Context: an optimization exercise on an open-source flow, tuned for small area and a short achievable clock period. The choices shown serve that exercise and are no tape-out recipe.
RTL that was checked went through simulation tests only; none was proved equivalent to the original.
Function not checked in runs 4 and 5: the RTL went through the layout flow alone.
The clock port is modelled as an ideal driver; clocking choices that lean on that would not hold on a real chip.
Power and IR drop assume default switching activity.

`design/flow/design.v`:
```
module scope_capture (
  input  logic        clk,
  input  logic        reset,
  input  logic [11:0] sin_in,
  input  logic [11:0] cos_in,
  input  logic [11:0] squ_in,
  input  logic [11:0] saw_in,
  input  logic [1:0]  sel,
  input  logic [11:0] trig_level,
  input  logic        trig_slope,
  input  logic [7:0]  decim,
  input  logic        arm,
  input  logic        abort,
  output logic        busy,
  output logic        done,
  input  logic [7:0]  rd_addr,
  output logic [11:0] rd_data
);
  logic        busy_q, done_q, capt_q;
  logic [1:0]  sel_q;
  logic [11:0] level_q;
  logic        slope_q;
  logic [7:0]  decim_q;
  logic [7:0]  rem_q;       
  logic        zero_q;      
  logic [7:0]  wptr_q;
  logic        rise_q;      
  logic        fall_q;      
  logic [11:0] chan [4];
  assign chan[0] = sin_in;
  assign chan[1] = cos_in;
  assign chan[2] = squ_in;
  assign chan[3] = saw_in;
  logic [3:0] ge, le;
  always_comb begin
    for (int c = 0; c < 4; c++) begin
      ge[c] = (chan[c] >= level_q);
      le[c] = (chan[c] <= level_q);
    end
  end
  logic [11:0] cur;
  logic        cur_ge, cur_le;
  assign cur    = chan[sel_q];
  assign cur_ge = ge[sel_q];
  assign cur_le = le[sel_q];
  logic strobe, hit, last, arm_ok;
  assign strobe = busy_q & zero_q;
  assign hit    = (rise_q & cur_ge) | (fall_q & cur_le);
  assign last   = &wptr_q;
  assign arm_ok = arm & ~abort & ~busy_q;
  always_ff @(posedge clk or negedge reset) begin
    if (!reset) begin
      busy_q <= 1'b0;
      done_q <= 1'b0;
      capt_q <= 1'b0;
    end else if (abort) begin
      busy_q <= 1'b0;
      done_q <= 1'b0;
      capt_q <= 1'b0;
    end else if (arm_ok) begin
      busy_q <= 1'b1;
      done_q <= 1'b0;
      capt_q <= 1'b0;
    end else if (strobe) begin
      if (!capt_q) begin
        if (hit) capt_q <= 1'b1;
      end else if (last) begin
        busy_q <= 1'b0;
        done_q <= 1'b1;
        capt_q <= 1'b0;
      end
    end
  end
  always_ff @(posedge clk) begin
    if (arm_ok) begin
      sel_q   <= sel;
      level_q <= trig_level;
      slope_q <= trig_slope;
      decim_q <= decim;
      rem_q   <= decim;
      zero_q  <= (decim == 8'd0);
      wptr_q  <= 8'd0;
      rise_q  <= 1'b0;
      fall_q  <= 1'b0;
    end else if (!abort && busy_q) begin
      if (zero_q) begin
        rem_q  <= decim_q;
        zero_q <= (decim_q == 8'd0);
        if (!capt_q) begin
          rise_q <= slope_q & ~cur_ge;
          fall_q <= ~slope_q & ~cur_le;
          if (hit) wptr_q <= 8'd1;
        end else if (!last) begin
          wptr_q <= wptr_q + 8'd1;
        end
      end else begin
        rem_q  <= rem_q - 8'd1;
        zero_q <= (rem_q == 8'd1);
      end
    end
  end
  logic        pend_q;
  logic [7:0]  paddr_q;
  logic [11:0] pdata_q;     
  always_ff @(posedge clk) begin
    pend_q  <= ~abort & strobe & (capt_q | hit);
    paddr_q <= wptr_q;
    pdata_q <= ~cur;
  end
  logic [11:0]  mem_q [256];
  logic [255:0] we;
  always_comb begin
    for (int k = 0; k < 256; k++) we[k] = pend_q & (paddr_q == 8'(k));
  end
  always_ff @(posedge clk) begin
    for (int k = 0; k < 256; k++)
      if (we[k]) mem_q[k] <= pdata_q;
  end
  logic [15:0] rsel_lo [4];
  logic [15:0] rsel_hi;
  for (genvar c = 0; c < 4; c++) begin : g_plo
    scope_dec4 u_dec (.a(rd_addr[3:0]), .y(rsel_lo[c]));
  end
  scope_dec4 u_dec_hi (.a(rd_addr[7:4]), .y(rsel_hi));
  logic [255:0] rsel_n;
  for (genvar k = 0; k < 256; k++) begin : g_sel
    scope_nand2 u_sel (.a(rsel_hi[k / 16]), .b(rsel_lo[k / 64][k % 16]), .y(rsel_n[k]));
  end
  logic byp;
  assign byp = pend_q & (paddr_q == rd_addr);
  logic [11:0] rd_d;
  for (genvar b = 0; b < 12; b++) begin : g_rd
    logic [127:0] p0;
    for (genvar g = 0; g < 128; g++) begin : g_leaf
      scope_o22ai u_leaf (
        .a1(rsel_n[2*g]),   .a2(mem_q[2*g][b]),
        .b1(rsel_n[2*g+1]), .b2(mem_q[2*g+1][b]),
        .y (p0[g])
      );
    end
    logic [63:0] n1;
    logic [15:0] p2;
    logic [7:0]  n3;
    logic [3:0]  p4;
    logic [1:0]  n5;
    logic        t6;
    for (genvar i = 0; i < 64; i++) begin : g_l1
      scope_nor2 u (.a(p0[2*i]), .b(p0[2*i+1]), .y(n1[i]));
    end
    for (genvar i = 0; i < 16; i++) begin : g_l2
      scope_nand4 u (.a(n1[4*i]), .b(n1[4*i+1]), .c(n1[4*i+2]), .d(n1[4*i+3]), .y(p2[i]));
    end
    for (genvar i = 0; i < 8; i++) begin : g_l3
      scope_nor2 u (.a(p2[2*i]), .b(p2[2*i+1]), .y(n3[i]));
    end
    for (genvar i = 0; i < 4; i++) begin : g_l4
      scope_nand2 u (.a(n3[2*i]), .b(n3[2*i+1]), .y(p4[i]));
    end
    for (genvar i = 0; i < 2; i++) begin : g_l5
      scope_nor2 u (.a(p4[2*i]), .b(p4[2*i+1]), .y(n5[i]));
    end
    scope_a21oi u_l6 (.a1(n5[0]), .a2(n5[1]), .b1(byp), .y(t6));
    scope_a21o  u_l7 (.a1(byp), .a2(~pdata_q[b]), .b1(t6), .y(rd_d[b]));
  end
  logic [11:0] rd_q;
  always_ff @(posedge clk or negedge reset) begin
    if (!reset) rd_q <= 12'd0;
    else        rd_q <= rd_d;
  end
  assign busy    = busy_q;
  assign done    = done_q;
  assign rd_data = rd_q;
endmodule
module scope_o22ai (input logic a1, a2, b1, b2, output logic y);
  assign y = ~((a1 | a2) & (b1 | b2));
endmodule
module scope_nand2 (input logic a, b, output logic y);
  assign y = ~(a & b);
endmodule
module scope_nor2 (input logic a, b, output logic y);
  assign y = ~(a | b);
endmodule
module scope_nand4 (input logic a, b, c, d, output logic y);
  assign y = ~(a & b & c & d);
endmodule
module scope_a21oi (input logic a1, a2, b1, output logic y);
  assign y = ~((a1 & a2) | b1);
endmodule
module scope_a21o (input logic a1, a2, b1, output logic y);
  assign y = (a1 & a2) | b1;
endmodule
module scope_dec4 (input logic [3:0] a, output logic [15:0] y);
  always_comb begin
    for (int i = 0; i < 16; i++) y[i] = (a == 4'(i));
  end
endmodule
```
`design/flow/run.sh`:
```
#!/bin/bash
# synth_recipe.tcl (not shown) runs the flow's synth.tcl, then flattens the netlist and writes it again
# the make line also repeats each setting of config.mk as NAME=value (left out here)
make -C /OpenROAD-flow-scripts/flow DESIGN_CONFIG=/design/flow/config.mk WORK_HOME=/design/flow/orfs CLKGATE_MAP_FILE= SYNTH_SCRIPT=/design/flow/synth_recipe.tcl finish
```
`design/flow/config.mk`:
```
export PLATFORM = sky130hd
export DESIGN_NAME = scope_capture
export DESIGN_NICKNAME = scope_capture
export VERILOG_FILES = /design/flow/design.v
export SDC_FILE = /design/flow/constraint.sdc
export NUM_CORES = 4
export LEC_CHECK = 0
export CAP_MARGIN = 20
export CORE_MARGIN = 2
export CORE_UTILIZATION = 60
export CTS_CLUSTER_DIAMETER = 60
export CTS_CLUSTER_SIZE = 25
export SETUP_SLACK_MARGIN = 2.6
export SLEW_MARGIN = 60
export SYNTH_HIERARCHICAL = 1
export SYNTH_MINIMUM_KEEP_SIZE = 0
```
`design/flow/constraint.sdc`:
```
create_clock -name core_clock -period 5.0 [get_ports {clk}]
set_input_delay 1.0000 -clock core_clock [delete_from_list [all_inputs] [get_ports {clk}]]
set_output_delay 1.0000 -clock core_clock [all_outputs]
set_load 0.01 [all_outputs]
```
==> metrics.cfg, run 1 <==
[final_layout]
nets = 7904
area_delta_synth_final_pct = 18.1
layoutNonFillerInstCount = 10400
drive_above_1_share_pct = 21.8

[synthesis]
yosysUniqueCellTypes = 67
syn_nets = 7013
synth.area.top_cells = edfxtp_1 81%, o22ai_1 8.4%, nor2_1 3.8%, nand2_1 1.2%, nand4_1 1.1%
syn_area_per_cell_um2 = 16.7
yosysMostFrequentCell = edfxtp_1
ys_seq_area_share_pct = 82.0
synth-seq-cells = 3150
synth_top_area_cell = edfxtp_1
synth_ff_type = edfxtp_1
ys_warn_count = 13
async_flop_share_pct = 0.476
syn_inst = 6879
synth-edff-count = 3104
syn_area_mm2 = 0.115
yosys-top-cells-count = 3,104 x edfxtp_1, 1,538 x o22ai_1, 1,162 x nor2_1
synth_top_cell_area_share_pct = 81.1

[drt]
vias_per_cell = 6.74
routed_wl_um = 340000
firstDrtPassIters = 5
vias = 70200
ant_nets = 0
drcViolationCount = 0
wl_per_cell_um = 32.6
drtIter0Drc = 10900

[sta]
period_share_pct = 55.9
finalSetupTns_ps = 0
report.final.hold_viol_count = 0
worst_pin_slew_ps = 620
worst_slack_ps = 2210
rsz0062_at_grt = true
max-slew-margin-rel_pct = 58.7
max_freq_mhz = 358
finClkSkew_ps = 33.8
final_max_slew_viol_count = 0
setup_violations = 0
whs_ps = 402
fin_crit_ps = 2790

[global_routing]
grt_pass1_wl_um = 473000
grt_pass1_vias = 65900
track_usage_pct = 34.0
grt_start_max_net_pins = 108
grt-ovfl-total = 0
antenna_found_initial = 11

[place]
dp_hpwl_um = 213000
placed_cells = 9902
io_buffers = 96
gp_congestion = 0.916
dp_slack_ps = 38.4

[power_and_ir_drop]
switching_share_pct = 22.2
p_sw_mw = 10.8
pwr-share-seq_pct = 60.8
cellPowerDensity_mw_per_mm2 = 358
p_int_mw = 37.7
vdd.ir_drop.worst_v = 0.000364
combinationalPowerShare_pct = 4.7
power_mw = 48.5
p_leak_nw = 43.7
clkPwrFrac_pct = 34.5

[setup_path]
cp_num_buf_inv = 4
cp_top_family = simple AND/OR/NAND/NOR gates
critPathCaptureType = flip-flop
cp_slowest_stage_delay_ps = 370
path_max_fanout = 8
slowest_stage = and4b_4
startpoint_type = primary input
path_cells = buf_6 -> buf_12 -> buf_12 -> and4b_4 -> nand2_4 -> buf_6 -> o22ai_1 -> nor2_1 -> nand4_1 -> nor2_4 -> nand2_4 -> nor2_4 -> a21oi_2 -> a21o_1
cp.arrival_ps = 3550
worstPathRequired_ps = 5760
path_class = in -> reg

[hold_path]
hp-class = reg -> reg

[cts]
cts_tree = yes
path_clk_slew_ps = 100
cts.path.max_buffers = 3
cts-htree-levels = 4
numClockSinks = 3150
root_buffer = clkbuf_16
cts_buffers = 179
holdBufCountCts = 0
clk_latency_ps = 880

[floorplanning]
die_h_um = 442
io_pins = 97
start_util_pct = 60.4
die_w_um = 442
dieArea_mm2 = 0.195
coreArea_mm2 = 0.190
rows = 160

[outcome]
status = complete, no violations

[flow_run]
drv_cap = 0

-- registers in the layout (all words and copies together), names as in the netlist, 2 cells and up --
signal and count:
paddr_q 8, rem_q 8, pdata_q 12, mem_q 3072, wptr_q 8, level_q 12, sel_q 2, rd_q 12
decim_q 8
-- timing repair --
| item | 4_1_cts | 5_1_grt |
|---|---|---|
| setup endpoints to repair | 2865 | 329 |
| pin swaps | 171 | 105 |
| endpoints found under the hold margin | 0 | 0 |
| cloned | 12 | 10 |
| gates resized for setup | 920 | 176 |
| buffers inserted | 110 | 60 |
-- area by class of cell --
type                       instances  area (um2)
inverter                          50         201
sequential                      3150       94300
clock inverter                   117        1400
antenna                            2        5.00
fill                           12200       54500
timing repair buffer             772        7980
multi-input combinational       3617       23900
tap                             2511        3140
clock buffer                     206        4760
-- worst paths after layout --
path                             from         end  slack, ps  cells past startpoint
max in group asynchronous       reset     rd_q[0]       4060                      2
max reg2reg                level_q[1]   wptr_q[7]       2400                     11
min reg2reg                 wptr_q[7]  paddr_q[7]        400                      0
min in group asynchronous       reset      busy_q        490                      2
max                        rd_addr[4]     rd_q[4]       2210                     14
min                         wptr_q[7]  paddr_q[7]        400                      0
-- worst reg2reg max path: cells and delay by family (launching register included) --
kind	cells	cell delay (ps)
compound gates	6	1360
fa+ha+maj	1	220
buf+inv	2	340
flops	1	420
simple gates	2	230
-- modules after synthesis, one instance, submodules excluded, a selection --
module | times used | cell area [um2]
scope_o22ai | 1536 | 6.26
scope_a21oi | 12 | 8.76
scope_dec4 | 5 | 277
scope_capture | 1 | 98100
scope_nor2 | 888 | 3.75
scope_a21o | 12 | 7.51
-- cells by family after synthesis --
logic type               share of synthesized area [%]
adder cells (fa/ha/maj)                          0.555
AO/OA/AOI/OAI                                     9.06
AND/OR/NAND/NOR                                   7.52
multiplexers                                     0.244
flip-flops                                        82.0
XOR/XNOR                                         0.107
buffers and inverters                            0.526
-- stage by stage --
step	instance area (um2)	utilization (%)
final	136000	71.4
after CTS	134000	70.5
after detailed placement	124000	65.1
after global routing	136000	71.4
after global placement	122000	64.3
after floorplan	115000	-
-- cell usage in the layout, fill, tap and decap left out, types with 13 or more instances in the layout --
cell             Yosys  layout
nor4b_4             20      20
dlygate4sd2_1        0      30
and4bb_4             0      24
a21o_1              16      16
nor2_4               0      97
and4b_4              0      13
ha_4                 0      20
clkinv_8             0      15
clkinv_1             1      13
clkbuf_16            0     196
clkbuf_1            44      18
edfxtp_1          3104    3104
clkinv_4             0      14
nor2_1            1162     956
nand3_1             25      18
dfxtp_4              0      15
nand4_1            206     206
inv_1               49      38
ha_1                51      29
nand2_8              0      32
nor2_2               0     109
nand2_4              0     122
nand2_1            355      97
buf_6               20      86
buf_12               0      59
inv_8                0      27
o22ai_2              0      21
buf_8                0      15
a21oi_2             13      24
inv_6                0      16
nand2_2              1     107
dfrtp_2              0      13
clkdlybuf4s50_1      0      42
o22ai_1           1538    1512
buf_16               0      36
a21oi_1             38      25
buf_4                0     482
-- power by group through the flow --
stage	clock network [mW]	registers [mW]	logic, mW
floorplan	0	30.3	0.414
global placement	0	30.2	1.63
detailed placement	0	30.1	1.92
CTS	16.9	29.5	2.13
global route	17.8	29.5	2.36
finish	16.7	29.5	2.28
-- layer usage --
layer	part of all wire [%]	global-route usage [%]	up-vias
met4	4.3	12.2	6
met3	11	6.21	585
met5	0.054	0.562	-
met2	46	51.7	4098
li1	-	-	29800
met1	39	50.0	35700
==> run 2, diff against run 1 <==
--- a/design/flow/config.mk
+++ b/design/flow/config.mk
@@ -10,7 +10,7 @@
 export CORE_UTILIZATION = 60
 export CTS_CLUSTER_DIAMETER = 60
 export CTS_CLUSTER_SIZE = 25
-export SETUP_SLACK_MARGIN = 2.6
+export SETUP_SLACK_MARGIN = 2.4
 export SLEW_MARGIN = 60
 export SYNTH_HIERARCHICAL = 1
 export SYNTH_MINIMUM_KEEP_SIZE = 0
==> run 2 against run 1 <==
  * Flip-flop and latch count stayed put
  * Die area is the same
  * Worst setup slack lost 32 ps
  * Combinational power decreased by 3%
  * Synthesized cell count did not move
  * Maximum frequency decreased by 1.1%
  * Non-clock buffer count is 153 lower
  * Cell area fell by 1.2%
  * Register-to-register slack got worse by 80 ps
  * Critical path type unchanged
  * Critical endpoint is now rd_q[1]
==> metrics.cfg, run 2 <==
[outcome]
status = complete, no violations

[setup_path]
worstPathRequired_ps = 5790
slowest_stage = and4bb_4
critPathCaptureType = flip-flop
cp.arrival_ps = 3620
cp_slowest_stage_delay_ps = 300
path_max_fanout = 8
path_cells = buf_16 -> buf_12 -> buf_12 -> and4bb_4 -> buf_12 -> nand2_4 -> buf_8 -> buf_12 -> o22ai_4 -> nor2_1 -> nand4_1 -> nor2_4 -> nand2_2 -> nor2_4 -> buf_6 -> a21oi_2 -> a21o_1
startpoint_type = primary input
path_class = in -> reg
path_common_cell = buf_12

[drt]
wl_per_cell_um = 32.4
routed_wl_um = 334000
vias_per_cell = 6.78
drcViolationCount = 0
firstDrtPassIters = 5
vias = 69700
drtIter0Drc = 10500
ant_nets = 0

[power_and_ir_drop]
p_leak_nw = 43.2
pwr-share-seq_pct = 60.7
combinationalPowerShare_pct = 4.5
switching_share_pct = 21.8
cellPowerDensity_mw_per_mm2 = 363
clkPwrFrac_pct = 34.8
vdd.ir_drop.worst_v = 0.000353
p_sw_mw = 10.6
p_int_mw = 38.0

[sta]
final_max_slew_viol_count = 0
rsz0062_at_grt = true
finClkSkew_ps = 60.1
worst_pin_slew_ps = 672
worst_slack_ps = 2180
period_share_pct = 56.5
whs_ps = 17.1
fin_crit_ps = 2820
setup_violations = 0
max-slew-margin-rel_pct = 55.2
max_freq_mhz = 354
report.final.hold_viol_count = 0

[final_layout]
multi_input_area_mm2 = 0.0239
largest_register_ffs = 3072
area_delta_synth_final_pct = 16.6
seq_area_mm2 = 0.0943
nets = 7749
layout_common_cells = 3,104 x edfxtp_1, 1,504 x o22ai_1, 965 x nor2_1
fillers = 12400
final_common_cell = edfxtp_1
regMostFlops = mem_q
drive_above_1_share_pct = 20.4

[global_routing]
grt_pass1_wl_um = 471000
grt-ovfl-total = 0
track_usage_pct = 33.7
grt_start_max_net_pins = 92
grt_pass1_vias = 65100
antenna_found_initial = 13

[synthesis]
syn_nets = 7013
syn_inst = 6879
synth_top_cell_area_share_pct = 81.1
yosysMostFrequentCell = edfxtp_1
synth-edff-count = 3104
synth_ff_type = edfxtp_1
ys_seq_area_share_pct = 82.0
async_flop_share_pct = 0.476
synth_top_area_cell = edfxtp_1
syn_area_mm2 = 0.115
synth-seq-cells = 3150
ys_warn_count = 13
synth.area.top_cells = edfxtp_1 81%, o22ai_1 8.4%, nor2_1 3.8%, nand2_1 1.2%, nand4_1 1.1%
yosysUniqueCellTypes = 67
yosys-top-cells-count = 3,104 x edfxtp_1, 1,538 x o22ai_1, 1,162 x nor2_1
syn_area_per_cell_um2 = 16.7

[floorplanning]
die_h_um = 442
coreArea_mm2 = 0.190
io_pins = 97
start_util_pct = 60.4
rows = 160
dieArea_mm2 = 0.195
die_w_um = 442

[cts]
root_buffer = clkbuf_16
cts.path.max_buffers = 3
path_clk_slew_ps = 100
holdBufCountCts = 0
cts-htree-levels = 4
cts_buffers = 177
clk_latency_ps = 890
cts_tree = yes
numClockSinks = 3150

[place]
dp_slack_ps = -116
io_buffers = 96
gp_congestion = 0.933
dp_hpwl_um = 212000

[hold_path]
hp-class = in -> async

[flow_run]
drv_cap = 0

-- run 2: cell counts after synthesis --
No cell type changed its count.
-- run 2: logic make-up after synthesis --
logic type / after synthesis / share of synthesized area (%)
buffers and inverters: 118 / 0.526
flip-flops: 3150 / 82.0
adder cells (fa/ha/maj): 51 / 0.555
AND/OR/NAND/NOR: 1888 / 7.52
XOR/XNOR: 14 / 0.107
AO/OA/AOI/OAI: 1645 / 9.06
multiplexers: 13 / 0.244
-- run 2: path summary, 6_finish.rpt --
| check | to | start | slack (ps) | cells after the start |
|---|---|---|---|---|
| worst max-delay path | rd_q[1] | rd_addr[4] | 2180 | 17 |
| worst min-delay path | rd_q[0] | reset | 20 | 1 |
| worst max register to register | wptr_q[7] | level_q[10] | 2320 | 11 |
| worst min register to register | paddr_q[5] | wptr_q[5] | 400 | 0 |
| max in group asynchronous | rd_q[5] | reset | 4670 | 1 |
| min in group core_clock | paddr_q[5] | wptr_q[5] | 400 | 0 |
-- run 2: per-layer routing --
layer,track usage (%),wire [um],up-vias
li1,-,-,29500
met1,49.7,131000,35600
met2,51.2,153000,3954
met3,6.08,35500,607
met4,11.8,13400,14
met5,0,91,-
-- run 2: power groups by stage --
stage / logic [mW] / clock network, mW / registers [mW]
after detailed placement: 1.91 / 0 / 30.1
after CTS: 2.10 / 17.1 / 29.5
after global placement: 1.63 / 0 / 30.2
after global routing: 2.28 / 17.9 / 29.5
after floorplan: 0.410 / 0 / 30.4
final: 2.21 / 16.9 / 29.5
-- run 2: cell type report --
cell class,instances,share of cell area [%]
well taps,2511,2.34
diodes,15,0.0280
clock buffers,198,3.53
inverters,50,0.149
clock inverters,125,1.13
multi-input cells,3617,17.8
flip-flops and latches,3150,70.4
repair buffers,619,4.65
-- run 2: metrics by stage --
step	cells	TNS [ps]	total power, mW	utilization (%)	instance area [um2]
6_report	10300	0	48.6	70.5	134000
3_5_place_dp	9837	-174	32.0	64.7	123000
2_1_floorplan	6879	0	30.8	-	115000
5_1_grt	10300	0	49.7	70.4	134000
3_3_place_gp	9783	-1540	31.8	64.0	122000
4_1_cts	10200	0	48.7	69.7	132000
-- run 2: what timing repair did --
item / CTS / global route
gates cloned: 11 / 1
setup endpoints to repair: 2359 / 500
buffers inserted: 52 / 43
pin swaps: 119 / 122
resized for setup: 825 / 225
-- run 2: worst max-delay path, delay by kind of cell --
| kind | cells | cell delay, ps |
|---|---|---|
| AND/OR/NAND/NOR | 7 | 1290 |
| buffers and inverters | 7 | 990 |
| AO/OA/AOI/OAI | 3 | 270 |
-- run 2: per-module statistics from Yosys, one instance, submodules excluded --
module,cells inside,copies in the design,flip-flops and latches
scope_a21oi,1,12,0
scope_nand4,1,192,0
scope_dec4,20,5,0
scope_nor2,1,888,0
scope_nand2,1,304,0
scope_a21o,1,12,0
scope_capture,3835,1,3150
scope_o22ai,1,1536,0
==> run 3, diff against run 2 <==
==> design/flow/flow/run.sh (new file) <==
#!/bin/bash
# The standard layout with one extra setup repair pass at the end of the
# clock tree step (flow/extra_repair.tcl, run through ORFS's POST_CTS_TCL hook).
set -euo pipefail
bash standard.sh "POST_CTS_TCL=$(pwd)/flow/extra_repair.tcl" finish > standard_flow.log 2>&1
==> design/flow/flow/extra_repair.tcl (new file) <==
# Second setup repair after clock tree synthesis, on placement parasitics,
# with more passes and without pin swaps (sized gates and buffers only).
estimate_parasitics -placement
repair_timing -setup -setup_margin 2.9 -repair_tns 100 -sequence "sizeup,buffer,clone" -max_passes 10000 -verbose
detailed_placement
estimate_parasitics -placement
==> design/flow/standard.sh (new file) <==
#!/bin/bash
# synth_recipe.tcl (not shown) runs the flow's synth.tcl, then flattens the netlist and writes it again
# the make line also repeats each setting of config.mk as NAME=value (left out here)
make -C /OpenROAD-flow-scripts/flow DESIGN_CONFIG=/design/flow/config.mk WORK_HOME=/design/flow/orfs CLKGATE_MAP_FILE= SYNTH_SCRIPT=/design/flow/synth_recipe.tcl "${@:-finish}"
--- a/design/flow/config.mk
+++ b/design/flow/config.mk
@@ -10,7 +10,7 @@
 export CORE_UTILIZATION = 60
 export CTS_CLUSTER_DIAMETER = 60
 export CTS_CLUSTER_SIZE = 25
-export SETUP_SLACK_MARGIN = 2.4
+export SETUP_SLACK_MARGIN = 2.6
 export SLEW_MARGIN = 60
 export SYNTH_HIERARCHICAL = 1
 export SYNTH_MINIMUM_KEEP_SIZE = 0
removed: design/flow/run.sh
==> run 3 against run 2 <==
  * Still clean on timing, DRC and antenna
  * Global-route usage increased by 1.4 points
  * Flip-flop and latch count is the same
  * Sequential power hardly changed
  * Critical path depth shrank 2
  * Highest routed layer unchanged
==> metrics.cfg, run 3 <==
[place]
dp_hpwl_um = 213000
placed_cells = 9902
gp_congestion = 0.916
dpl_cell_area_mm2 = 0.124
io_buffers = 96

[sta]
rsz0062_at_grt = true
max_freq_mhz = 360
finClkSkew_ps = 34.4
fin_crit_ps = 2780
final_max_slew_viol_count = 0
max-slew-margin-rel_pct = 59.9
report.final.hold_viol_count = 0
worst_pin_slew_ps = 602
period_share_pct = 55.5
setup_violations = 0

[flow_run]
drv_cap = 0

[global_routing]
grt_pass1_vias = 67200
grt-ovfl-total = 0
antenna_found_initial = 11
grt_start_max_net_pins = 108
grt_pass1_wl_um = 487000
track_usage_pct = 35.1

[synthesis]
synth-edff-count = 3104
syn_area_mm2 = 0.115
yosys-top-cells-count = 3,104 x edfxtp_1, 1,538 x o22ai_1, 1,162 x nor2_1
yosysMostFrequentCell = edfxtp_1
synth_top_cell_area_share_pct = 81.1
synth.area.top_cells = edfxtp_1 81%, o22ai_1 8.4%, nor2_1 3.8%, nand2_1 1.2%, nand4_1 1.1%
syn_inst = 6879
syn_nets = 7013
ys_seq_area_share_pct = 82.0
synth_top_area_cell = edfxtp_1
async_flop_share_pct = 0.476
syn_area_per_cell_um2 = 16.7
synth_ff_type = edfxtp_1
synth-seq-cells = 3150
yosysUniqueCellTypes = 67
ys_warn_count = 13

[final_layout]
fillers = 11800
finalInstanceArea_mm2 = 0.139
layout_common_cells = 3,104 x edfxtp_1, 1,481 x o22ai_1, 897 x nor2_1
drive_above_1_share_pct = 24.4
area_delta_synth_final_pct = 20.6
regMostFlops = mem_q
largest_register_ffs = 3072
layoutNonFillerInstCount = 10600
nets = 8033
final_common_cell = edfxtp_1

[drt]
drtIter0Drc = 11600
vias_per_cell = 6.78
routed_wl_um = 348000
vias = 71600
wl_per_cell_um = 32.9
ant_nets = 0
drcViolationCount = 0
firstDrtPassIters = 6

[cts]
numClockSinks = 3150
cts_tree = yes
clk_latency_ps = 870
path_clk_slew_ps = 100

[power_and_ir_drop]
p_leak_nw = 45.0
cellPowerDensity_mw_per_mm2 = 351
vdd.ir_drop.worst_v = 0.000362

[floorplanning]
io_pins = 97
coreArea_mm2 = 0.190
dieArea_mm2 = 0.195
die_w_um = 442
die_h_um = 442
start_util_pct = 60.4
rows = 160

[outcome]
status = complete, no violations

[setup_path]
cp.arrival_ps = 3540
path_max_fanout = 12
worstPathRequired_ps = 5760
startpoint_type = primary input
cp-endpoint = rd_q[7]
reg2reg_slack_ps = 2440
timing.rr.start = level_q[1]
r2r_end = wptr_q[7]
crit_start = rd_addr[6]
critPathCaptureType = flip-flop
path_class = in -> reg
reg2regPathDepth = 10

[hold_path]
hp-class = reg -> reg

[run 3: power by group]
| part | switching, mW | internal, mW |
|---|---|---|
| Combinational | 1.66 | 0.704 |
| Sequential | 0.175 | 29.3 |
| Clock | 9.03 | 7.74 |
| Total | 10.9 | 37.8 |
[run 3: logic make-up after synthesis]
| kind of cell | share of synthesized area [%] |
|---|---|
| DFF | 82.0 |
| and+or+nand+nor | 7.52 |
| AOI/OAI and AO/OA | 9.06 |
| buffers and inverters | 0.526 |
| adders and majority gates | 0.555 |
| xor gates and xnor gates | 0.107 |
| muxes | 0.244 |
[run 3: per-module statistics from Yosys (local to each module, per instance)]
module / times used / cell area, um2
scope_a21o: 12 / 7.51
scope_a21oi: 12 / 8.76
scope_capture: 1 / 98100
scope_dec4: 5 / 277
scope_nand2: 304 / 3.75
scope_nand4: 192 / 6.26
scope_nor2: 888 / 3.75
scope_o22ai: 1536 / 6.26
[run 3: area by class of cell]
class | count | area [um2] | area share, %
diodes | 8 | 20.0 | 0.0144
clock buffers | 206 | 4760 | 3.44
clock inverters | 117 | 1400 | 1.01
inverters | 50 | 206 | 0.149
multi-input cells | 3625 | 25100 | 18.1
flip-flops and latches | 3150 | 94300 | 68.1
well taps | 2511 | 3140 | 2.27
repair buffers | 893 | 9660 | 6.97
[run 3: worst min path at each step]
stage / start / slack, ps / depth (start not counted) / end
2_1_floorplan: wptr_q[7] / 360 / 0 / paddr_q[7]
3_3_place_gp: wptr_q[1] / 380 / 0 / paddr_q[1]
3_5_place_dp: wptr_q[7] / 380 / 0 / paddr_q[7]
5_1_grt: wptr_q[1] / 410 / 0 / paddr_q[1]
6_report: wptr_q[7] / 400 / 0 / paddr_q[7]
[run 3: per-layer routing]
| metal | wire [um] | track usage [%] | vias to the layer above |
|---|---|---|---|
| met5 | 39 | 0 | - |
| met4 | 16500 | 14.7 | 6 |
| met3 | 40100 | 7.09 | 682 |
| met2 | 159000 | 52.8 | 4345 |
| met1 | 132000 | 50.9 | 36400 |
| li1 | - | - | 30100 |
[run 3: worst max-delay path: stages]
cell and delay, ps:
buf_8 110, buf_12 140, buf_12 150, nor4b_4 140, buf_6 130, buf_8 140, nand2_2 220, o22ai_1 160
nor2_1 250, nand4_1 280, nor2_1 240, nand2_1 120, nor2_4 180, a21oi_2 80, a21o_1 160
[run 3: through the flow]
step / power [mW] / setup slack, ps / hold WS, ps / utilization (%) / TNS, ps
6_report: 48.6 / 2220 / 401 / 72.9 / 0
3_3_place_gp: 31.9 / -161 / 381 / 64.3 / -544
2_1_floorplan: 30.7 / 2220 / 364 / - / 0
3_5_place_dp: 32.0 / 38.4 / 385 / 65.1 / 0
5_1_grt: 49.7 / 2280 / 415 / 72.8 / 0
==> run 4, diff against run 3 <==
--- a/design/flow/design.v
+++ b/design/flow/design.v
@@ -32,11 +32,9 @@
   assign chan[2] = squ_in;
   assign chan[3] = saw_in;
   logic [3:0] ge, le;
-  always_comb begin
-    for (int c = 0; c < 4; c++) begin
-      ge[c] = (chan[c] >= level_q);
-      le[c] = (chan[c] <= level_q);
-    end
+  for (genvar c = 0; c < 4; c++) begin : g_cmp
+    scope_ge12 u_ge (.a(chan[c]), .b(level_q), .ge(ge[c]));
+    scope_ge12 u_le (.a(level_q), .b(chan[c]), .ge(le[c]));
   end
   logic [11:0] cur;
   logic        cur_ge, cur_le;
@@ -194,3 +192,24 @@
     for (int i = 0; i < 16; i++) y[i] = (a == 4'(i));
   end
 endmodule
+module scope_ge12 (input logic [11:0] a, input logic [11:0] b, output logic ge);
+  logic [11:0] g0, l0;
+  logic [5:0]  g1, l1;
+  logic [2:0]  g2, l2;
+  logic        g3, l3;
+  always_comb begin
+    g0 = a & ~b;
+    l0 = ~a & b;
+    for (int i = 0; i < 6; i++) begin
+      g1[i] = g0[2*i+1] | (~l0[2*i+1] & g0[2*i]);
+      l1[i] = l0[2*i+1] | (~g0[2*i+1] & l0[2*i]);
+    end
+    for (int i = 0; i < 3; i++) begin
+      g2[i] = g1[2*i+1] | (~l1[2*i+1] & g1[2*i]);
+      l2[i] = l1[2*i+1] | (~g1[2*i+1] & l1[2*i]);
+    end
+    g3 = g2[2] | (~l2[2] & g2[1]);
+    l3 = l2[2] | (~g2[2] & l2[1]);
+    ge = ~(l3 | (~g3 & l2[0]));
+  end
+endmodule
==> design/flow/run.sh (new file) <==
#!/bin/bash
# synth_recipe.tcl (not shown) runs the flow's synth.tcl, then flattens the netlist and writes it again
# the make line also repeats each setting of config.mk as NAME=value (left out here)
make -C /OpenROAD-flow-scripts/flow DESIGN_CONFIG=/design/flow/config.mk WORK_HOME=/design/flow/orfs CLKGATE_MAP_FILE= SYNTH_SCRIPT=/design/flow/synth_recipe.tcl finish
removed: design/flow/flow/run.sh
removed: design/flow/flow/extra_repair.tcl
removed: design/flow/standard.sh
==> run 4 against run 3 <==
  * Clock-buffer cell count decreased by 6
  * Utilization decreased by 1.8 points
  * Die area increased by 0.82%
  * Still clean
  * Largest cell class unchanged
==> metrics.cfg, run 4 <==
[sta]
finalSetupTns_ps = 0
finClkSkew_ps = 35.1
period_share_pct = 61.1
report.final.hold_viol_count = 0
setup_violations = 0
max_freq_mhz = 327
final_max_slew_viol_count = 0
max-slew-margin-rel_pct = 54.8
fin_crit_ps = 3050
worst_pin_slew_ps = 677
rsz0062_at_grt = true

[global_routing]
track_usage_pct = 34.0
grt_pass1_wl_um = 479000
grt_start_max_net_pins = 108
antenna_found_initial = 4
grt_pass1_vias = 66700
grt-ovfl-total = 0

[final_layout]
area_delta_synth_final_pct = 17.9
fillers = 12400
multi_input_area_mm2 = 0.0248
regMostFlops = mem_q
seq_area_mm2 = 0.0943
final_common_cell = edfxtp_1
nets = 7968
layout_common_cells = 3,104 x edfxtp_1, 1,496 x o22ai_1, 929 x nor2_1
finalInstanceArea_mm2 = 0.137
largest_register_ffs = 3072
drive_above_1_share_pct = 21.5

[place]
io_buffers = 96
dpl_cell_area_mm2 = 0.124
dp_hpwl_um = 212000
gp_congestion = 0.935

[setup_path]
cp_num_buf_inv = 1
reg2reg_slack_ps = 1950
critPathCaptureType = flip-flop
cp_top_family = compound AO/OA/AOI/OAI gates
startpoint_type = primary input
path_common_cell = a31oi_4
reg2regPathDepth = 11
worstPathRequired_ps = 5740
cp.arrival_ps = 3800
slowest_stage = mux4_2
path_cells = dlygate4sd2_1 -> nor2b_1 -> maj3_2 -> a211o_1 -> o211ai_1 -> a31oi_4 -> mux4_2 -> nand2_2 -> a31oi_4 -> and2_4 -> a41o_1
path_max_fanout = 7
timing.rr.start = level_q[4]
path_class = in -> reg
cp_slowest_stage_delay_ps = 530
r2r_end = capt_q

[cts]
numClockSinks = 3150
cts-htree-levels = 4
cts.path.max_buffers = 3
cts_tree = yes
holdBufCountCts = 0
cts_buffers = 182
root_buffer = clkbuf_16
path_clk_slew_ps = 90
clk_latency_ps = 860

[flow_run]
drv_cap = 0

[floorplanning]
dieArea_mm2 = 0.197
coreArea_mm2 = 0.192
rows = 161
io_pins = 97
die_w_um = 443
die_h_um = 443
start_util_pct = 60.3

[synthesis]
synth-seq-cells = 3150
yosysUniqueCellTypes = 61
syn_inst = 7030
yosys-top-cells-count = 3,104 x edfxtp_1, 1,544 x o22ai_1, 1,162 x nor2_1
synth_ff_type = edfxtp_1
ys_seq_area_share_pct = 81.3
syn_nets = 7116
synth_top_area_cell = edfxtp_1
syn_area_mm2 = 0.116
async_flop_share_pct = 0.476
synth_top_cell_area_share_pct = 80.4
synth.area.top_cells = edfxtp_1 80%, o22ai_1 8.3%, nor2_1 3.8%, nand2_1 1.2%, nand4_1 1.1%
synth-edff-count = 3104
yosysMostFrequentCell = edfxtp_1
ys_warn_count = 14
syn_area_per_cell_um2 = 16.5

[drt]
wl_per_cell_um = 32.1
drcViolationCount = 0
vias = 70900
vias_per_cell = 6.72
routed_wl_um = 338000
ant_nets = 0
firstDrtPassIters = 5
drtIter0Drc = 10300

[power_and_ir_drop]
vdd.ir_drop.worst_v = 0.000354
cellPowerDensity_mw_per_mm2 = 355
p_leak_nw = 44.0
power_mw = 48.5

[outcome]
status = complete, no violations

[hold_path]
hp-class = in -> async

[run 4: changes by cell type after synthesis, moves of 16 or more]
cell / before / now
inv_1: 49 / 100
ha_1: 51 / 3
maj3_1: 0 / 40
nor2b_1: 9 / 46
maj3_2: 0 / 24
a21oi_1: 38 / 21
o41a_1: 0 / 16
[run 4: power breakdown]
part           total, mW  switching, mW  leakage [nW]  internal, mW
clock network       16.9           9.09          3.03          7.80
logic               2.22           1.55          12.6         0.670
registers           29.4          0.143          28.3          29.3
total               48.5           10.8          44.0          37.8
[run 4: per-module statistics from Yosys (local to each module, per instance), a selection]
module	cell area, um2	times used
scope_a21oi	8.76	12
scope_ge12	258	8
scope_nand4	6.26	192
scope_o22ai	6.26	1536
scope_dec4	277	5
scope_capture	96900	1
scope_nand2	3.75	304
scope_a21o	7.51	12
[run 4: how the worst max path moves through the flow]
stage	startpoint	end	slack (ps)	depth (start not counted)
after detailed placement	rd_addr[6]	rd_q[7]	90	13
after CTS	level_q[6]	capt_q	1990	11
after floorplan	saw_in[6]	capt_q	1830	11
after global placement	rd_addr[6]	rd_q[7]	50	13
final	cos_in[4]	capt_q	1950	11
after global routing	level_q[8]	wptr_q[1]	1860	12
[run 4: through the flow]
stage,instances,util [%],worst slack [ps],hold slack [ps]
2_1_floorplan,7030,-,1830,360
3_3_place_gp,9979,64.0,51.5,391
3_5_place_dp,10000,64.6,87.2,392
4_1_cts,10500,70.4,1990,66.9
5_1_grt,10600,71.1,1860,90.4
6_report,10600,71.1,1950,110
[run 4: cells by family (layout without fill, tap and decap cells)]
logic type               count (synthesis)  after routing  share of synthesized area, %
flip-flops                            3150           3150                          81.3
other                                    0              5                             0
XOR/XNOR                                13             13                        0.0983
adder cells (fa/ha/maj)                 67             67                         0.611
AND/OR/NAND/NOR                       1930           1939                          7.74
AO/OA/AOI/OAI                         1679           1679                          9.23
buffers and inverters                  171           1155                         0.703
multiplexers                            20             20                         0.315
[run 4: repair_timing]
item,CTS,global route
buffers inserted,118,38
resized for setup,989,164
gates cloned,22,2
pin swaps,208,117
endpoints found under the hold margin,0,0
endpoints found under the setup margin,2640,1267
[run 4: per-layer routing]
layer	up-vias	share of wire, %	wire length [um]	track usage, %
met5	-	0	0	0
met4	0	3.9	13100	10.9
met3	560	10	34800	5.78
met2	4107	47	159000	53.4
met1	36000	39	132000	49.5
li1	30200	-	-	-
[run 4: cell type report]
class / count / area share, %
flip-flops and latches: 3150 / 69.0
repair buffers: 728 / 5.60
diodes: 5 / 0.00916
clock inverters: 125 / 1.11
inverters: 102 / 0.281
clock buffers: 200 / 3.48
multi-input cells: 3718 / 18.2
well taps: 2526 / 2.31
==> run 5, diff against run 4 <==
==> design/flow/flow/run.sh (new file) <==
#!/bin/bash
# The standard layout, with sky130 buf_4 as the port buffer (buffer_ports
# otherwise picks a delay cell, which the resizer does not always undo).
set -euo pipefail
bash standard.sh "BUFFER_PORTS_ARGS=-buffer_cell sky130_fd_sc_hd__buf_4" finish > standard_flow.log 2>&1
==> design/flow/standard.sh (new file) <==
#!/bin/bash
# synth_recipe.tcl (not shown) runs the flow's synth.tcl, then flattens the netlist and writes it again
# the make line also repeats each setting of config.mk as NAME=value (left out here)
make -C /OpenROAD-flow-scripts/flow DESIGN_CONFIG=/design/flow/config.mk WORK_HOME=/design/flow/orfs CLKGATE_MAP_FILE= SYNTH_SCRIPT=/design/flow/synth_recipe.tcl "${@:-finish}"
removed: design/flow/run.sh
==> run 5 against run 4 <==
  * Still clean
  * First-iteration DRC count is essentially flat
  * Global-route usage grew 0.090 points
  * Power grew 0.30%
  * Die area is the same
==> metrics.cfg, run 5 <==
[final_layout]
largest_register_ffs = 3072
area_delta_synth_final_pct = 18.7
regMostFlops = mem_q
layout_common_cells = 3,104 x edfxtp_1, 1,496 x o22ai_1, 903 x nor2_1
nets = 8065
final_common_cell = edfxtp_1
drive_above_1_share_pct = 23.8

[place]
gp_congestion = 0.914
io_buffers = 96
dp_slack_ps = 328
dp_hpwl_um = 213000

[cts]
numClockSinks = 3150
root_buffer = clkbuf_16
cts-htree-levels = 4
clk_latency_ps = 880
cts.path.max_buffers = 3
path_clk_slew_ps = 90
cts_tree = yes
cts_buffers = 181
holdBufCountCts = 0

[synthesis]
syn_nets = 7116
synth_top_cell_area_share_pct = 80.4
synth-edff-count = 3104
synth-seq-cells = 3150
synth.area.top_cells = edfxtp_1 80%, o22ai_1 8.3%, nor2_1 3.8%, nand2_1 1.2%, nand4_1 1.1%
yosys-top-cells-count = 3,104 x edfxtp_1, 1,544 x o22ai_1, 1,162 x nor2_1
async_flop_share_pct = 0.476
syn_inst = 7030
synth_ff_type = edfxtp_1
synth_top_area_cell = edfxtp_1
ys_seq_area_share_pct = 81.3
yosysMostFrequentCell = edfxtp_1
yosysUniqueCellTypes = 61
ys_warn_count = 14
syn_area_mm2 = 0.116
syn_area_per_cell_um2 = 16.5

[drt]
vias = 71600
wl_per_cell_um = 32.0
ant_nets = 0
firstDrtPassIters = 6
routed_wl_um = 341000
vias_per_cell = 6.72
drtIter0Drc = 10300
drcViolationCount = 0

[floorplanning]
die_w_um = 443
die_h_um = 443
coreArea_mm2 = 0.192
dieArea_mm2 = 0.197
start_util_pct = 60.3
io_pins = 97
rows = 161

[sta]
worst_pin_slew_ps = 627
rsz0062_at_grt = true
worst_slack_ps = 2020
max_freq_mhz = 335
whs_ps = 79.5
period_share_pct = 59.7
report.final.hold_viol_count = 0
max-slew-margin-rel_pct = 58.2
fin_crit_ps = 2980
finClkSkew_ps = 35.9
setup_violations = 0
final_max_slew_viol_count = 0

[global_routing]
grt_pass1_wl_um = 481000
grt_start_max_net_pins = 112
grt-ovfl-total = 0
track_usage_pct = 34.1
antenna_found_initial = 8
grt_pass1_vias = 67800

[setup_path]
path_max_fanout = 7
worstPathRequired_ps = 5750
cp_num_buf_inv = 2
slowest_stage = mux4_2
cp_top_family = compound AO/OA/AOI/OAI gates
cp.arrival_ps = 3740
path_class = reg -> reg
critPathCaptureType = flip-flop
cp_slowest_stage_delay_ps = 530
path_cells = buf_6 -> buf_4 -> nor2b_1 -> maj3_2 -> a211o_1 -> o211ai_1 -> a31oi_1 -> mux4_2 -> nand2_2 -> a31oi_4 -> and2_4 -> a41o_1
r2r_end = capt_q
startpoint_type = flip-flop
reg2regPathDepth = 12
reg2reg_slack_ps = 2020
timing.rr.start = level_q[4]

[power_and_ir_drop]
vdd.ir_drop.worst_v = 0.000418
power_mw = 48.7
p_leak_nw = 44.5
cellPowerDensity_mw_per_mm2 = 354

[hold_path]
hp-class = in -> async

[outcome]
status = complete, no violations

[flow_run]
drv_cap = 0

-- run 5: final cells by class --
type,instances,area (um2)
Sequential cell,3150,94300
Fill cell,12300,54600
Multi-Input combinational cell,3718,24900
Timing Repair Buffer,826,8450
Clock buffer,196,4680
Tap cell,2526,3160
Clock inverter,133,1630
Inverter,102,387
Antenna cell,8,20.0
-- run 5: what timing repair did --
action,CTS,global route
gates cloned,17,8
hold endpoints to repair,0,0
resized for setup,920,217
pin swaps,223,169
buffers inserted,149,68
setup endpoints to repair,2733,1631
-- run 5: report_power, final --
group	switching, mW	leakage (nW)	internal (mW)
logic	1.56	13.1	0.682
clock network	9.10	3.05	7.93
registers	0.139	28.3	29.3
total	10.8	44.5	37.9
-- run 5: Yosys stat by module (local to each module, per instance) --
module,cells inside,flops+latches
scope_nor2,1,0
scope_a21o,1,0
scope_dec4,20,0
scope_capture,3690,3150
scope_o22ai,1,0
scope_a21oi,1,0
scope_ge12,37,0
scope_nand2,1,0
scope_nand4,1,0
-- run 5: through the flow --
step                utilization (%)  setup TNS, ps  instance area (um2)  instances
floorplan                         -              0               116000       7030
global placement               64.0          -59.3               123000      10000
detailed placement             64.6              0               124000      10100
CTS                            70.6              0               136000      10600
global route                   71.6              0               138000      10700
finish                         71.6              0               138000      10700
-- run 5: layer usage --
metal	track usage, %	part of all wire (%)
met1	49.2	38
met2	52.6	47
met3	6.14	10
met4	13.2	4.3
met5	0	0.0085
-- run 5: logic make-up (layout without fill, tap and decap cells) --
family                   after synthesis  count (layout)  share of synthesized area (%)
AO/OA/AOI/OAI                       1679            1679                           9.23
XOR/XNOR                              13              13                         0.0983
other                                  0               8                              0
multiplexers                          20              20                          0.315
AND/OR/NAND/NOR                     1930            1939                           7.74
adder cells (fa/ha/maj)               67              67                          0.611
buffers and inverters                171            1257                          0.703
flip-flops                          3150            3150                           81.3
-- run 5: how the worst max path moves through the flow --
stage / depth (start not counted) / slack (ps) / end / startpoint
CTS: 12 / 2060 / wptr_q[1] / level_q[8]
finish: 12 / 2020 / capt_q / level_q[4]
global placement: 13 / -40 / rd_q[11] / rd_addr[7]
floorplan: 11 / 1830 / capt_q / saw_in[6]
global route: 12 / 1930 / capt_q / level_q[4]
detailed placement: 13 / 330 / rd_q[4] / rd_addr[3]
==> run 6, diff against run 5 <==
--- a/design/flow/design.v
+++ b/design/flow/design.v
@@ -32,9 +32,11 @@
   assign chan[2] = squ_in;
   assign chan[3] = saw_in;
   logic [3:0] ge, le;
-  for (genvar c = 0; c < 4; c++) begin : g_cmp
-    scope_ge12 u_ge (.a(chan[c]), .b(level_q), .ge(ge[c]));
-    scope_ge12 u_le (.a(level_q), .b(chan[c]), .ge(le[c]));
+  always_comb begin
+    for (int c = 0; c < 4; c++) begin
+      ge[c] = (chan[c] >= level_q);
+      le[c] = (chan[c] <= level_q);
+    end
   end
   logic [11:0] cur;
   logic        cur_ge, cur_le;
@@ -117,13 +119,9 @@
   logic [15:0] rsel_lo [4];
   logic [15:0] rsel_hi;
   for (genvar c = 0; c < 4; c++) begin : g_plo
-    scope_dec4 u_dec (.a(rd_addr[3:0]), .y(rsel_lo[c]));
+    scope_dec4n u_dec (.a(rd_addr[3:0]), .y(rsel_lo[c]));
   end
   scope_dec4 u_dec_hi (.a(rd_addr[7:4]), .y(rsel_hi));
-  logic [255:0] rsel_n;
-  for (genvar k = 0; k < 256; k++) begin : g_sel
-    scope_nand2 u_sel (.a(rsel_hi[k / 16]), .b(rsel_lo[k / 64][k % 16]), .y(rsel_n[k]));
-  end
   logic byp;
   assign byp = pend_q & (paddr_q == rd_addr);
   logic [11:0] rd_d;
@@ -131,8 +129,8 @@
     logic [127:0] p0;
     for (genvar g = 0; g < 128; g++) begin : g_leaf
       scope_o22ai u_leaf (
-        .a1(rsel_n[2*g]),   .a2(mem_q[2*g][b]),
-        .b1(rsel_n[2*g+1]), .b2(mem_q[2*g+1][b]),
+        .a1(rsel_lo[g / 32][(2*g) % 16]),   .a2(mem_q[2*g][b]),
+        .b1(rsel_lo[g / 32][(2*g+1) % 16]), .b2(mem_q[2*g+1][b]),
         .y (p0[g])
       );
     end
@@ -143,7 +141,7 @@
     logic [1:0]  n5;
     logic        t6;
     for (genvar i = 0; i < 64; i++) begin : g_l1
-      scope_nor2 u (.a(p0[2*i]), .b(p0[2*i+1]), .y(n1[i]));
+      scope_o21ai u (.a1(p0[2*i]), .a2(p0[2*i+1]), .b1(rsel_hi[i / 4]), .y(n1[i]));
     end
     for (genvar i = 0; i < 16; i++) begin : g_l2
       scope_nand4 u (.a(n1[4*i]), .b(n1[4*i+1]), .c(n1[4*i+2]), .d(n1[4*i+3]), .y(p2[i]));
@@ -181,35 +179,22 @@
 module scope_nand4 (input logic a, b, c, d, output logic y);
   assign y = ~(a & b & c & d);
 endmodule
+module scope_o21ai (input logic a1, a2, b1, output logic y);
+  assign y = ~((a1 | a2) & b1);
+endmodule
 module scope_a21oi (input logic a1, a2, b1, output logic y);
   assign y = ~((a1 & a2) | b1);
 endmodule
 module scope_a21o (input logic a1, a2, b1, output logic y);
   assign y = (a1 & a2) | b1;
 endmodule
+module scope_dec4n (input logic [3:0] a, output logic [15:0] y);
+  always_comb begin
+    for (int i = 0; i < 16; i++) y[i] = ~(a == 4'(i));
+  end
+endmodule
 module scope_dec4 (input logic [3:0] a, output logic [15:0] y);
   always_comb begin
     for (int i = 0; i < 16; i++) y[i] = (a == 4'(i));
   end
 endmodule
-module scope_ge12 (input logic [11:0] a, input logic [11:0] b, output logic ge);
-  logic [11:0] g0, l0;
-  logic [5:0]  g1, l1;
-  logic [2:0]  g2, l2;
-  logic        g3, l3;
-  always_comb begin
-    g0 = a & ~b;
-    l0 = ~a & b;
-    for (int i = 0; i < 6; i++) begin
-      g1[i] = g0[2*i+1] | (~l0[2*i+1] & g0[2*i]);
-      l1[i] = l0[2*i+1] | (~g0[2*i+1] & l0[2*i]);
-    end
-    for (int i = 0; i < 3; i++) begin
-      g2[i] = g1[2*i+1] | (~l1[2*i+1] & g1[2*i]);
-      l2[i] = l1[2*i+1] | (~g1[2*i+1] & l1[2*i]);
-    end
-    g3 = g2[2] | (~l2[2] & g2[1]);
-    l3 = l2[2] | (~g2[2] & l2[1]);
-    ge = ~(l3 | (~g3 & l2[0]));
-  end
-endmodule
==> design/flow/run.sh (new file) <==
#!/bin/bash
# synth_recipe.tcl (not shown) runs the flow's synth.tcl, then flattens the netlist and writes it again
# the make line also repeats each setting of config.mk as NAME=value (left out here)
make -C /OpenROAD-flow-scripts/flow DESIGN_CONFIG=/design/flow/config.mk WORK_HOME=/design/flow/orfs CLKGATE_MAP_FILE= SYNTH_SCRIPT=/design/flow/synth_recipe.tcl finish
removed: design/flow/flow/run.sh
removed: design/flow/standard.sh
==> run 6 against run 5 <==
  * Still clean on timing, DRC and antenna
  * Synthesized cell count decreased by 5.8%
  * Combinational power increased by 42%
  * Critical path depth increased by 2
  * Cell area increased by 2.4%
  * Global-route usage increased by 5.1 points
  * Clock-buffer cell count increased by 6
  * Non-clock buffer count increased by 215
  * Wire length increased by 14%
  * Clock power about the same
  * Power increased by 1.6%
  * Maximum frequency increased by 10%
  * Utilization increased by 2.5 points
  * Largest power group unchanged
==> metrics.cfg, run 6 <==
[outcome]
status = complete, no violations

[synthesis]
syn_area_mm2 = 0.115
yosysMostFrequentCell = edfxtp_1
synth_top_area_cell = edfxtp_1
yosysUniqueCellTypes = 71
synth_ff_type = edfxtp_1
syn_inst = 6623
ys_seq_area_share_pct = 82.2
yosys-top-cells-count = 3,104 x edfxtp_1, 1,538 x o22ai_1, 770 x o21ai_1
async_flop_share_pct = 0.476
synth-edff-count = 3104
synth-seq-cells = 3150
synth.area.top_cells = edfxtp_1 81%, o22ai_1 8.4%, o21ai_1 3.4%, nor2_1 1.3%, nand4_1 1.1%
syn_nets = 6757
ys_warn_count = 14
synth_top_cell_area_share_pct = 81.4
syn_area_per_cell_um2 = 17.3

[place]
dp_hpwl_um = 206000
io_buffers = 96
gp_congestion = 0.870
dp_slack_ps = 406

[power_and_ir_drop]
power_mw = 49.5
p_sw_mw = 11.3
p_leak_nw = 44.9
switching_share_pct = 22.9
cellPowerDensity_mw_per_mm2 = 351
combinationalPowerShare_pct = 6.5
clkPwrFrac_pct = 34.0
vdd.ir_drop.worst_v = 0.000408
pwr-share-seq_pct = 59.5
p_int_mw = 38.1

[sta]
finClkSkew_ps = 37.7
report.final.hold_viol_count = 0
setup_violations = 0
final_max_slew_viol_count = 0
worst_slack_ps = 2300
fin_crit_ps = 2700
worst_pin_slew_ps = 661
max_freq_mhz = 370
max-slew-margin-rel_pct = 56.0
period_share_pct = 54.1
rsz0062_at_grt = true
finalSetupTns_ps = 0

[cts]
cts.path.max_buffers = 3
numClockSinks = 3150
root_buffer = clkbuf_16
clk_latency_ps = 900
path_clk_slew_ps = 90
cts-htree-levels = 4
cts_tree = yes
cts_buffers = 178

[global_routing]
met1_usage_pct = 55.4
antenna_found_initial = 9
grt_pass1_vias = 69900
met2_usage_pct = 59.3
top_usage_layer = met2
track_usage_pct = 39.2
grt-ovfl-total = 0
met3_usage_pct = 8.26
grt_start_max_net_pins = 113
grt_pass1_wl_um = 531000

[drt]
drcViolationCount = 0
vias_per_cell = 7.20
firstDrtPassIters = 7
ant_nets = 0
vias = 75200
drtIter0Drc = 13000
wl_per_cell_um = 37.1
routed_wl_um = 387000

[final_layout]
area_delta_synth_final_pct = 22.9
regMostFlops = mem_q
seq_area_mm2 = 0.0943
multi_input_area_mm2 = 0.0233
drive_above_1_share_pct = 24.1
fillers = 11300
layout_common_cells = 3,104 x edfxtp_1, 1,472 x o22ai_1, 605 x o21ai_1
largest_register_ffs = 3072
nets = 7921
final_common_cell = edfxtp_1

[setup_path]
path_cells = buf_16 -> buf_12 -> buf_16 -> or4b_4 -> buf_12 -> buf_4 -> o22ai_1 -> o21ai_1 -> nand4_1 -> nor2_1 -> nand2_2 -> nor2_2 -> a21oi_2 -> a21o_1
startpoint_type = primary input
cp_top_family = simple AND/OR/NAND/NOR gates
cp.arrival_ps = 3530
crit_start = rd_addr[1]
worstPathRequired_ps = 5830
cp_num_buf_inv = 5
path_max_fanout = 9
reg2reg_slack_ps = 2380
reg2regPathDepth = 10
slowest_stage = or4b_4
cp_slowest_stage_delay_ps = 600
r2r_end = wptr_q[7]
timing.rr.start = level_q[1]
path_class = in -> reg
critPathCaptureType = flip-flop

[floorplanning]
coreArea_mm2 = 0.190
start_util_pct = 60.3
rows = 160
io_pins = 97
die_w_um = 441
die_h_um = 441
dieArea_mm2 = 0.194

[hold_path]
hold_end = paddr_q[1]
hold_start = wptr_q[1]
hp-class = reg -> reg
whs_path_depth = 0

[flow_run]
drv_cap = 0

## run 6: changes by cell type in the layout (fill, tap and decap cells not counted), moves of 67 or more
cell     before  now
o21ai_2       0  157
o21ai_1       0  605
nand2_4     111   24
nand2_1     112   38
nor2_1      903  251
nor2_2      160   80
buf_16       35  102
buf_12       70  183
## run 6: kinds of logic (layout without fill, tap and decap cells)
group                      Yosys count  count (layout)  share of synthesized area (%)
muxes                               13              13                          0.245
DFF                               3150            3150                           82.2
AOI/OAI and AO/OA                 2413            2413                           12.4
xor gates and xnor gates            14              14                          0.107
adders and majority gates           51              51                          0.557
other                                0               5                              0
buffers and inverters              118            1410                          0.449
and+or+nand+nor                    864             875                           3.96
## run 6: timing repair
item                                    in CTS  in global routing
endpoints found under the hold margin       15                  0
resized for setup                          813                173
cloned                                     107                 11
buffers inserted                           224                 44
hold buffers                                 1                  0
pin swaps                                  310                170
endpoints found under the setup margin    2663                421
## run 6: worst register-to-register path, stage by stage, from the launching register on
cell and delay (ps):
edfxtp_1 410, inv_4 120, ha_4 210, nor2b_1 120, o211ai_1 270, a211oi_2 150, nor3_2 280, o32a_1 300
nand3_4 140, a2111oi_4 370, o221a_1 220
## run 6: modules after synthesis, one instance, submodules excluded
module,times used,cell area (um2),flops+latches
scope_capture,1,98100,3150
scope_dec4n,4,186,0
scope_dec4,1,277,0
scope_a21o,12,7.51,0
scope_nor2,120,3.75,0
scope_o21ai,768,5.00,0
scope_o22ai,1536,6.26,0
scope_nand4,192,6.26,0
scope_nand2,48,3.75,0
scope_a21oi,12,8.76,0
## run 6: worst max-delay path by stage
| stage | depth (start not counted) | end | slack (ps) |
|---|---|---|---|
| finish | 14 | rd_q[2] | 2300 |
| global placement | 12 | rd_q[11] | 90 |
| floorplan | 10 | rd_q[10] | 1720 |
| CTS | 1 | rd_data[4] | 2390 |
| detailed placement | 13 | rd_q[2] | 410 |
| global route | 10 | wptr_q[7] | 2280 |
## run 6: routing by layer
| metal | wire, um | share of wire [%] |
|---|---|---|
| met5 | 121 | 0.031 |
| met4 | 22300 | 5.7 |
| met3 | 51100 | 13 |
| met2 | 176000 | 45 |
| met1 | 138000 | 36 |
## run 6: through the flow
step	instances	util (%)	hold WS (ps)	area (um2)
global route	10400	74.1	405	141000
global placement	9675	65.1	390	124000
detailed placement	9724	65.8	388	125000
CTS	10400	73.2	396	139000
finish	10400	74.1	396	141000
floorplan	6623	-	364	115000
## run 6: final cells by class
cell class | instances | area share (%)
Sequential cell | 3150 | 67.0
Multi-Input combinational cell | 3366 | 16.5
Timing Repair Buffer | 1041 | 9.73
Clock buffer | 202 | 3.32
Tap cell | 2511 | 2.23
Clock inverter | 117 | 1.06
Inverter | 50 | 0.143
Antenna cell | 5 | 0.00889
## run 6: power groups by stage
stage | sequential (mW) | combinational [mW] | clock, mW
final | 29.5 | 3.19 | 16.8
after global routing | 29.5 | 3.26 | 17.7
after CTS | 29.5 | 2.99 | 16.9
after detailed placement | 30.1 | 2.39 | 0
after global placement | 30.2 | 2.02 | 0
after floorplan | 30.3 | 0.681 | 0
==> run 7, diff against run 6 <==
--- a/design/flow/config.mk
+++ b/design/flow/config.mk
@@ -10,7 +10,7 @@
 export CORE_UTILIZATION = 60
 export CTS_CLUSTER_DIAMETER = 60
 export CTS_CLUSTER_SIZE = 25
-export SETUP_SLACK_MARGIN = 2.6
+export SETUP_SLACK_MARGIN = 2.4
 export SLEW_MARGIN = 60
 export SYNTH_HIERARCHICAL = 1
 export SYNTH_MINIMUM_KEEP_SIZE = 0
==> run 7 against run 6 <==
  * Still clean
  * Worst setup slack lost 66 ps
  * Hold slack gained 2.4 ps
  * Power decreased by 0.20%
  * Wire length fell by 7.2%
  * Clock power barely moved
  * Cell area fell by 2.5%
  * Combinational power decreased by 11%
  * Maximum frequency decreased by 2.4%
  * Utilization down 1.8 points
  * Register-to-register slack hardly changed
  * Sequential power about the same
  * Clock skew is 11 ps lower
  * Critical endpoint is now rd_q[1]
  * Largest cell class unchanged
  * Highest routed layer unchanged
==> metrics.cfg, run 7 <==
[sta]
final_max_slew_viol_count = 0
rsz0062_at_grt = true
finalSetupTns_ps = 0
fin_crit_ps = 2770
finClkSkew_ps = 26.9
max-slew-margin-rel_pct = 56.6
worst_slack_ps = 2230
max_freq_mhz = 361
period_share_pct = 55.4
worst_pin_slew_ps = 651
setup_violations = 0
report.final.hold_viol_count = 0

[floorplanning]
rows = 160
start_util_pct = 60.3
die_h_um = 441
coreArea_mm2 = 0.190
io_pins = 97
die_w_um = 441
dieArea_mm2 = 0.194

[synthesis]
synth_top_cell_area_share_pct = 81.4
syn_area_per_cell_um2 = 17.3
syn_nets = 6757
syn_inst = 6623
yosysUniqueCellTypes = 71
synth.area.top_cells = edfxtp_1 81%, o22ai_1 8.4%, o21ai_1 3.4%, nor2_1 1.3%, nand4_1 1.1%
yosysMostFrequentCell = edfxtp_1
synth_top_area_cell = edfxtp_1
async_flop_share_pct = 0.476
ys_warn_count = 14
synth-edff-count = 3104
synth-seq-cells = 3150
yosys-top-cells-count = 3,104 x edfxtp_1, 1,538 x o22ai_1, 770 x o21ai_1
synth_ff_type = edfxtp_1
ys_seq_area_share_pct = 82.2
syn_area_mm2 = 0.115

[cts]
cts-htree-levels = 4
cts_tree = yes
root_buffer = clkbuf_16
cts_buffers = 182
cts.path.max_buffers = 3
path_clk_slew_ps = 90
numClockSinks = 3150
clk_latency_ps = 880

[place]
dp_hpwl_um = 206000
io_buffers = 96
gp_congestion = 0.878
dp_slack_ps = 492

[global_routing]
grt-ovfl-total = 0
antenna_found_initial = 13
track_usage_pct = 36.3
grt_start_max_net_pins = 115
grt_pass1_vias = 68000
grt_pass1_wl_um = 498000

[flow_run]
drv_cap = 0

[setup_path]
path_class = in -> reg
path_max_fanout = 6
critPathCaptureType = flip-flop
cp.arrival_ps = 3540
startpoint_type = primary input
worstPathRequired_ps = 5770

[final_layout]
regMostFlops = mem_q
layout_common_cells = 3,104 x edfxtp_1, 1,507 x o22ai_1, 663 x o21ai_1
final_core_util_pct = 72.3
final_common_cell = edfxtp_1
largest_register_ffs = 3072
area_delta_synth_final_pct = 19.9
drive_above_1_share_pct = 21.7
nets = 7824

[power_and_ir_drop]
vdd.ir_drop.worst_v = 0.000371
cellPowerDensity_mw_per_mm2 = 360
p_leak_nw = 43.4
power_mw = 49.4

[drt]
firstDrtPassIters = 7
vias = 72500
vias_per_cell = 7.00
drtIter0Drc = 12000
wl_per_cell_um = 34.7
ant_nets = 0
routed_wl_um = 360000
drcViolationCount = 0

[hold_path]
hp-class = reg -> reg

[outcome]
status = complete, no violations

## run 7: cell counts after synthesis
Identical to the previous run, type by type.
## run 7: logic make-up (layout without fill, tap and decap cells)
| group | Yosys count | after routing | share of synthesized area, % |
|---|---|---|---|
| other | 0 | 8 | 0 |
| xor gates and xnor gates | 14 | 14 | 0.107 |
| AOI/OAI and AO/OA | 2413 | 2413 | 12.4 |
| DFF | 3150 | 3150 | 82.2 |
| muxes | 13 | 13 | 0.245 |
| buffers and inverters | 118 | 1317 | 0.449 |
| adders and majority gates | 51 | 51 | 0.557 |
| and+or+nand+nor | 864 | 876 | 3.96 |
## run 7: power breakdown
group	internal, mW	switching (mW)
sequential	29.3	0.114
clock	8.01	9.08
combinational	0.927	1.93
total	38.3	11.1
## run 7: Yosys stat by module, one instance, submodules excluded, excerpt
module / cells inside / flops+latches / times used
scope_a21o: 1 / 0 / 12
scope_a21oi: 1 / 0 / 12
scope_capture: 3835 / 3150 / 1
scope_dec4: 20 / 0 / 1
scope_dec4n: 20 / 0 / 4
scope_nand4: 1 / 0 / 192
scope_nor2: 1 / 0 / 120
scope_o21ai: 1 / 0 / 768
scope_o22ai: 1 / 0 / 1536
## run 7: routing by layer
layer / vias to the layer above / routed length, um / GRT usage, %
met1: 36700 / 134000 / 52.3
li1: 30200 / - / -
met5: - / 36 / 0
met2: 4891 / 167000 / 55.8
met4: 6 / 15100 / 13.3
met3: 699 / 43200 / 6.89
## run 7: path summary, 6_finish.rpt
kind / startpoint / to / slack (ps) / depth (start not counted)
max in group asynchronous: reset / rd_q[0] / 4070 / 2
min in group asynchronous: reset / done_q / 540 / 2
worst max-delay path: rd_addr[3] / rd_q[1] / 2230 / 14
worst max register to register: level_q[1] / wptr_q[2] / 2380 / 13
worst min-delay path: wptr_q[5] / paddr_q[5] / 400 / 0
worst min register to register: wptr_q[5] / paddr_q[5] / 400 / 0
## run 7: final cells by class
cell class	instances	area (um2)
flip-flops and latches	3150	94300
fillers	11800	52700
multi-input cells	3367	22600
repair buffers	939	10800
clock buffers	198	4770
well taps	2511	3140
clock inverters	130	1570
inverters	50	201
diodes	8	20.0
## run 7: repair_timing
item / 4_1_cts / 5_1_grt
pin swaps: 152 / 161
setup endpoints to repair: 1847 / 300
buffers inserted: 145 / 68
cloned: 43 / 17
endpoints found under the hold margin: 0 / 0
gates resized for setup: 472 / 216
hold buffers: 0 / 0
## run 7: critical path, stage by stage
cell and delay, ps:
clkbuf_16 150, buf_12 140, nand4_1 160, buf_4 210, clkbuf_16 170, o22ai_1 90, o21ai_2 250, nand4_1 360
nor2_2 290, nand2_2 110, nor2_4 220, buf_4 160, a21oi_2 40, a21o_1 160
## run 7: through the flow
stage	cell area (um2)	instances	hold WS, ps
final	137000	10400	398
after global routing	137000	10300	411
after CTS	135000	10300	400
after global placement	124000	9693	392
after detailed placement	125000	9739	387
after floorplan	115000	6623	364

## what the ideal ports hide
The results above use ideal ports. As a check the final layouts listed here were re-extracted and re-timed, cells and wires unchanged.
Step 1 sets driving cells, clkbuf_16 on the clock port and buf_2 on the other inputs (assumed; they add their load-dependent delay and slew).
Step 2, shift: input delay + t, output delay - t, t = (earliest + latest rising clock arrival at the registers) / 2. This alone moves slack from input paths to output paths.
Slacks: no drivers / after step 1 / after step 2; pairs: no drivers / after step 1.
| run | t (ns) | setup WS [ns] | hold WS [ns] | clock arrival spread, ns | worst register clock-pin slew, ns |
|---|---|---|---|---|---|
| run 1 | 0.956 | 2.207 / 1.923 / 0.967 | 0.402 / 0.402 / 0.402 | 0.037 / 0.037 | 0.10 / 0.10 |
| run 2 | 0.957 | 2.176 / 2.020 / 1.063 | 0.017 / -0.048 / 0.403 | 0.060 / 0.061 | 0.10 / 0.10 |
| run 3 | 0.953 | 2.223 / 2.005 / 1.052 | 0.401 / 0.401 / 0.401 | 0.038 / 0.038 | 0.10 / 0.10 |
| run 4 | 0.931 | 1.946 / 1.954 / 1.086 | 0.110 / 0.046 / 0.403 | 0.042 / 0.042 | 0.10 / 0.10 |
| run 5 | 0.955 | 2.017 / 1.954 / 1.000 | 0.079 / 0.015 / 0.396 | 0.037 / 0.037 | 0.10 / 0.10 |
| run 6 | 0.966 | 2.297 / 2.123 / 1.157 | 0.396 / 0.396 / 0.396 | 0.043 / 0.043 | 0.10 / 0.10 |
| run 7 | 0.960 | 2.231 / 2.035 / 1.075 | 0.398 / 0.398 / 0.398 | 0.037 / 0.037 | 0.10 / 0.10 |
After both steps every run listed still meets setup and hold. For run 1, which loses most, drivers alone change the setup slack by -0.284 ns; drivers and shift together by -1.240 ns.
